This is an optimization exercise on Yosys and OpenROAD, whose aim is small area, a short achievable clock period and few clock cycles, not a production implementation.
The RTL was checked by simulation tests, not by an equivalence proof against the original design.
Power and IR drop assume default switching activity.

<file path="flow/run.sh">
#!/bin/bash
# synth_recipe.tcl (not shown) runs the flow's synth.tcl, then flattens the netlist and writes it again
# the make line also repeats each setting of config.mk as NAME=value (left out here)
make -C /OpenROAD-flow-scripts/flow DESIGN_CONFIG=/design/flow/config.mk WORK_HOME=/design/flow/orfs CLKGATE_MAP_FILE= SYNTH_SCRIPT=/design/flow/synth_recipe.tcl finish
</file>
<file path="flow/config.mk">
export PLATFORM = sky130hd
export DESIGN_NAME = our_multicycle_cpu
export DESIGN_NICKNAME = our_multicycle_cpu
export VERILOG_FILES = /design/flow/design.v
export SDC_FILE = /design/flow/constraint.sdc
export NUM_CORES = 4
export LEC_CHECK = 0
export CAP_MARGIN = 20
export CORE_MARGIN = 2
export CORE_UTILIZATION = 45
export SLEW_MARGIN = 20
</file>
<file path="flow/constraint.sdc">
create_clock -name core_clock -period 6.5 [get_ports {clk}]
set_input_delay 1.3000 -clock core_clock [delete_from_list [all_inputs] [get_ports {clk}]]
set_output_delay 1.3000 -clock core_clock [all_outputs]
set_load 0.01 [all_outputs]
</file>
<file path="flow/design.v">
module our_multicycle_cpu #(
  parameter int              XLEN     = 32,
  parameter int              NREGS    = 32,
  parameter logic [XLEN-1:0] RESET_PC = '0
) (
  input  logic            clk,
  input  logic            reset,
  output logic            imem_req,
  output logic [XLEN-1:0] imem_addr,
  input  logic            imem_ready,
  input  logic [31:0]     imem_rdata,
  output logic            dmem_req,
  output logic            dmem_we,
  output logic [XLEN-1:0] dmem_addr,
  output logic [XLEN-1:0] dmem_wdata,
  input  logic            dmem_ready,
  input  logic [XLEN-1:0] dmem_rdata,
  output logic            halt
);
  localparam int RW = $clog2(NREGS);
  typedef enum logic [2:0] {S_FETCH, S_DECODE, S_EXEC, S_MEM, S_WB, S_HALT} state_t;
  typedef enum logic [3:0] {OP_ADD, OP_SUB, OP_AND, OP_OR, OP_SLT, OP_ADDI, OP_LW, OP_SW, OP_BEQ} op_t;
  state_t          state;
  op_t             op;
  op_t             dec_op;
  logic            dec_ok;
  logic [31:0]     ir;
  logic [4:0]      rd;
  logic [XLEN-1:0] pc, opa, opb, imm, result;
  logic [XLEN-1:0] dec_imm, alu, alu_b;
  logic [XLEN-1:0] rf [NREGS];
  logic [6:0] opcode, funct7;
  logic [2:0] funct3;
  logic [4:0] rs1_i, rs2_i, rd_i;
  logic [XLEN-1:0] imm_i, imm_s, imm_b;
  assign opcode = ir[6:0];
  assign rd_i   = ir[11:7];
  assign funct3 = ir[14:12];
  assign rs1_i  = ir[19:15];
  assign rs2_i  = ir[24:20];
  assign funct7 = ir[31:25];
  assign imm_i  = {{(XLEN-12){ir[31]}}, ir[31:20]};
  assign imm_s  = {{(XLEN-12){ir[31]}}, ir[31:25], ir[11:7]};
  assign imm_b  = {{(XLEN-13){ir[31]}}, ir[31], ir[7], ir[30:25], ir[11:8], 1'b0};
  assign imem_addr = pc;
  function automatic logic reg_ok(input logic [4:0] idx);
    reg_ok = {27'd0, idx} < NREGS;
  endfunction
  function automatic logic [XLEN-1:0] rf_read(input logic [4:0] idx);
    if (idx == 5'd0 || !reg_ok(idx)) rf_read = '0;
    else rf_read = rf[idx[RW-1:0]];
  endfunction
  always_comb begin
    dec_op  = OP_ADD;
    dec_ok  = 1'b0;
    dec_imm = '0;
    case (opcode)
      7'b0110011: begin
        dec_ok = 1'b1;
        case ({funct7, funct3})
          {7'h00, 3'b000}: dec_op = OP_ADD;
          {7'h20, 3'b000}: dec_op = OP_SUB;
          {7'h00, 3'b111}: dec_op = OP_AND;
          {7'h00, 3'b110}: dec_op = OP_OR;
          {7'h00, 3'b010}: dec_op = OP_SLT;
          default:         dec_ok = 1'b0;
        endcase
        dec_ok = dec_ok && reg_ok(rd_i) && reg_ok(rs1_i) && reg_ok(rs2_i);
      end
      7'b0010011: begin
        dec_op  = OP_ADDI;
        dec_imm = imm_i;
        dec_ok  = (funct3 == 3'b000) && reg_ok(rd_i) && reg_ok(rs1_i);
      end
      7'b0000011: begin
        dec_op  = OP_LW;
        dec_imm = imm_i;
        dec_ok  = (funct3 == 3'b010) && reg_ok(rd_i) && reg_ok(rs1_i);
      end
      7'b0100011: begin
        dec_op  = OP_SW;
        dec_imm = imm_s;
        dec_ok  = (funct3 == 3'b010) && reg_ok(rs1_i) && reg_ok(rs2_i);
      end
      7'b1100011: begin
        dec_op  = OP_BEQ;
        dec_imm = imm_b;
        dec_ok  = (funct3 == 3'b000) && reg_ok(rs1_i) && reg_ok(rs2_i);
      end
      default: dec_ok = 1'b0;
    endcase
  end
  assign alu_b = (op == OP_ADDI) ? imm : opb;
  always_comb begin
    alu = opa + alu_b;
    case (op)
      OP_SUB:  alu = opa - alu_b;
      OP_AND:  alu = opa & alu_b;
      OP_OR:   alu = opa | alu_b;
      OP_SLT:  alu = {{(XLEN-1){1'b0}}, ($signed(opa) < $signed(alu_b))};
      default: alu = opa + alu_b;
    endcase
  end
  always_ff @(posedge clk) begin
    if (reset) begin
      state      <= S_FETCH;
      pc         <= RESET_PC;
      ir         <= '0;
      halt       <= 1'b0;
      imem_req   <= 1'b1;
      dmem_req   <= 1'b0;
      dmem_we    <= 1'b0;
      dmem_addr  <= '0;
      dmem_wdata <= '0;
      op         <= OP_ADD;
      opa        <= '0;
      opb        <= '0;
      imm        <= '0;
      result     <= '0;
      rd         <= '0;
      for (int i = 0; i < NREGS; i++) rf[i] <= '0;
    end else begin
      case (state)
        S_FETCH: begin
          if (imem_ready) begin
            ir       <= imem_rdata;
            imem_req <= 1'b0;
            state    <= S_DECODE;
          end
        end
        S_DECODE: begin
          if (!dec_ok) begin
            halt  <= 1'b1;
            state <= S_HALT;
          end else begin
            op    <= dec_op;
            opa   <= rf_read(rs1_i);
            opb   <= rf_read(rs2_i);
            imm   <= dec_imm;
            rd    <= rd_i;
            state <= S_EXEC;
          end
        end
        S_EXEC: begin
          case (op)
            OP_BEQ: begin
              pc       <= (opa == opb) ? pc + imm : pc + XLEN'(4);
              imem_req <= 1'b1;
              state    <= S_FETCH;
            end
            OP_LW, OP_SW: begin
              dmem_req   <= 1'b1;
              dmem_we    <= (op == OP_SW);
              dmem_addr  <= opa + imm;
              dmem_wdata <= opb;
              state      <= S_MEM;
            end
            default: begin
              result <= alu;
              state  <= S_WB;
            end
          endcase
        end
        S_MEM: begin
          if (dmem_ready) begin
            dmem_req <= 1'b0;
            dmem_we  <= 1'b0;
            if (dmem_we) begin
              pc       <= pc + XLEN'(4);
              imem_req <= 1'b1;
              state    <= S_FETCH;
            end else begin
              result <= dmem_rdata;
              state  <= S_WB;
            end
          end
        end
        S_WB: begin
          if (rd != 5'd0) rf[rd[RW-1:0]] <= result;
          pc       <= pc + XLEN'(4);
          imem_req <= 1'b1;
          state    <= S_FETCH;
        end
        default: begin
          halt     <= 1'b1;
          imem_req <= 1'b0;
          dmem_req <= 1'b0;
        end
      endcase
    end
  end
endmodule
</file>
==> reports/metrics.yaml <==
outcome: "no timing/DRC/antenna violations"
seq_area_frac_synth_pct: 49.92
slowest_stage: "a21oi_1"
cts_buffers: 147
setup_viol: 0
tightest_slew_ps: 1165
die_w_um: 404.4
powerDensity_mw_per_mm2: 240.1
grt_pass1_wl_mm: 349.0
hold_viol: 0
die_area_mm2: 0.1635
crit_chain: "nand2b_1 -> nor2_1 -> nand2_1 -> buf_4 -> mux2_2 -> inv_1 -> ha_1 -> nor3b_1 -> nor3_1 -> a21oi_1 -> o31ai_2 -> o221ai_1 -> a21oi_1 -> o21ai_1 -> a211oi_1 -> mux2_1 -> a31oi_1 -> o41ai_1"
rsz0062_at_grt: "no"
ir_drop_v: 0.0002709
crit_arrival_ps: 5690
cts_tree: "done"
clock-sinks: 1287
post_cts_buffers: 0
yosys.cell_count.top_type: "edfxtp_1"
start_util_pct: 45.44
async_flop_share_pct: 0
leakagePower_nw: 28.28
yosys_warnings: 1
critPathBufInv: 2
r2r_slack_ps: 1430
setup_tns_ps: 0
cts-root-buf: "clkbuf_16"
detailroute.via_count: 49591
wl_per_cell_um: 31.22
grt_pass1_vias: 48729
drt_iter0_markers: 6385
reg2reg_from: "op[3]"
ys_ff_latch: 1287
end_kind: "register"
grt_usage_pct: 29.77
cts_resized: 0
synth_top_area_share_pct: 42.63
cp_top_family: "compound AO/OA/AOI/OAI gates"
fin_crit_sh_pct: 77.93
hold_buffers: 0
crit_top_cell: "a21oi_1"
synth_edf_count: 1024
io_buffers: 167
ys.flop_type: "edfxtp_1"
cp-start-kind: "register"
finClkSkew_ps: 40.97
placementRows: 146
core-area_mm2: 0.1587
yosysTopAreaCell: "edfxtp_1"
grt_overflow: 0
critPathCapture: "result[31]"
cp_num_cells: 18
die_y_um: 404.4
netlist_instances: 5629
hp-class: "register to register"
drive_above_1_share_pct: 20.09
vias_per_cell: 6.355
grt_max_degree: 132
dpl_cell_area_mm2: 0.07605
gp_congestion: 0.9263
post-route-min-period_ps: 5066
path_class: "register to register"
ys_top_cells_by_area: "edfxtp_1 43%, mux4_2 20%, and2_1 8.7%, dfxtp_1 7.3%, ha_1 2.8%"
cpPeakStageDelay_ps: 540
final_cell_area_mm2: 0.08073
rr_worst_depth: 18
place_hpwl_mm: 151.0
slew_violations: 0
cts_max_level: 4
netlist_top_cells_count: "1024 x edfxtp_1, 1001 x and2_1, 640 x mux4_2"
synth_area_mm2: 0.07214
clockBufferDepth: 3
synth_cell_types: 85
drc: 0
totalWireLength_mm: 243.7
dr.pass1.iters: 8
final_nets: 5843
crit_start: "op[3]"
clock_latency_ps: 800
clk_pin_slew_ps: 60
reg2reg_to: "result[31]"
fmax_mhz: 197.4
cp.required_ps: 7120
grt_antenna_before_repair: 29
io_pins: 168
relSlewSlack_pct: 22.36
post-route-util_pct: 50.85
area_growth_pct: 11.91
syn_area_per_cell_um2: 12.82
maxCapViolations: 0
cp_max_fo: 33
drtAntennaViolNets: 0
[area by class of cell]
cell class / count / area, µm²
Fill cell: 13522 / 78020
Sequential cell: 1287 / 36060
Timing Repair Buffer: 286 / 2708
Antenna cell: 3 / 7.507
Tap cell: 2072 / 2592
Inverter: 109 / 409.1
Multi-Input combinational cell: 3780 / 34290
Clock inverter: 69 / 636.9
Clock buffer: 198 / 4018
[metrics by stage]
step / hold WS (ps) / cells / worst slack, ps / total power, mW
finish: 447.9 / 7804 / 1434 / 19.38
global route: 469.7 / 7802 / 1059 / 19.87
CTS: 450.1 / 7801 / 1553 / 19.43
detailed placement: 442.4 / 7534 / 1620 / 11.35
global placement: 440.1 / 7534 / 1618 / 11.33
floorplan: 436.3 / 5660 / 2342 / 10.60
[how the worst min path moves through the flow]
stage / startpoint / endpoint / slack (ps) / cells after the start
after global placement: dmem_addr[25] / dmem_addr[25] / 440 / 2
final: dmem_addr[17] / dmem_addr[17] / 450 / 2
after CTS: dmem_addr[22] / dmem_addr[22] / 450 / 2
after detailed placement: dmem_addr[22] / dmem_addr[22] / 440 / 2
after global routing: ir[2] / ir[2] / 470 / 2
after floorplan: ir[3] / ir[3] / 440 / 2
[layout by cell type, fill, tap and decap left out, types with 27 or more instances in the layout]
cell type and count:
a21o_1 48, clkbuf_16 151, mux2_2 69, dfxtp_1 240
nor3_1 50, mux4_2 640, o21ai_1 37, xor2_1 46
inv_1 105, and2_1 1001, ha_1 160, clkdlybuf4s50_1 166
edfxtp_1 1024, conb_1 32, a31oi_1 27, nor2_1 250
buf_4 108, clkbuf_1 39, xnor2_1 66, nand2_1 387
o21ai_0 101, clkinv_1 28, a21oi_1 308, nand3_1 47
a22oi_1 67
[per-layer routing]
layer / part of all wire [%] / up-vias / track usage [%]
li1: - / 21070 / -
met1: 39 / 25438 / 40.06
met2: 47 / 2647 / 47.08
met3: 11 / 436 / 7.868
met4: 3.3 / 0 / 9.603
met5: 0 / - / 0
[cell families (layout without fill, tap and decap cells)]
kind of cell             Yosys count  count (layout)  synth area share (%)
AO/OA/AOI/OAI                    797             797                 6.936
buffers and inverters            593             662                 3.105
adder cells (fa/ha/maj)          164             164                 2.886
AND/OR/NAND/NOR                 1956            1956                 14.59
other                              1              35              0.005198
multiplexers                     719             719                 21.20
flip-flops                      1287            1287                 49.92
XOR/XNOR                         112             112                 1.360
[state kept, by name (all words and copies together), names as in the netlist, 32 cells and up, named ones only]
| register | count |
|---|---|
| result | 32 |
| pc | 32 |
| dmem_wdata | 32 |
| opb | 32 |
| rf | 1024 |
| dmem_addr | 32 |
| ir | 32 |
| opa | 32 |
[report_power, final]
group	internal, mW	total [mW]	switching [mW]	leakage (nW)
combinational	0.858	1.87	1.01	13.3
sequential	9.12	9.33	0.210	12.7
clock	4.61	8.18	3.57	2.26
total	14.6	19.4	4.79	28.3
[worst min-delay path, delay by kind of cell (launching register included)]
family	cells	cell delay (ps)
AO/OA/AOI/OAI	1	50
AND/OR/NAND/NOR	1	50
flip-flops	1	300
Testbench counts, summed over its fixed seeds: cycles 62,362.

-- re-timing with driven ports --
The flow's constraints put no driver on any port. The routed layout listed below was extracted and timed again, unchanged, in two steps. Step 1: set_driving_cell puts a clkbuf_16 on clk and a buf_2 on each other input, an assumption about the parent block. Step 2 moves the port delays by t, midway between the first and last clock arrival at a register: inputs arrive t later, outputs are due t later. That takes back most of the time a late clock gives input paths. Slacks: ideal / step 1 / step 2; pairs: ideal / step 1.
t, ns: 0.881
setup slack, ns: 1.434 / 1.434 / 1.434
hold WS [ns]: 0.448 / 0.448 / 0.448
After both steps this run still meets setup and hold. The setup slack of this run moves by 0.000 ns with the drivers and by 0.000 ns with both steps.
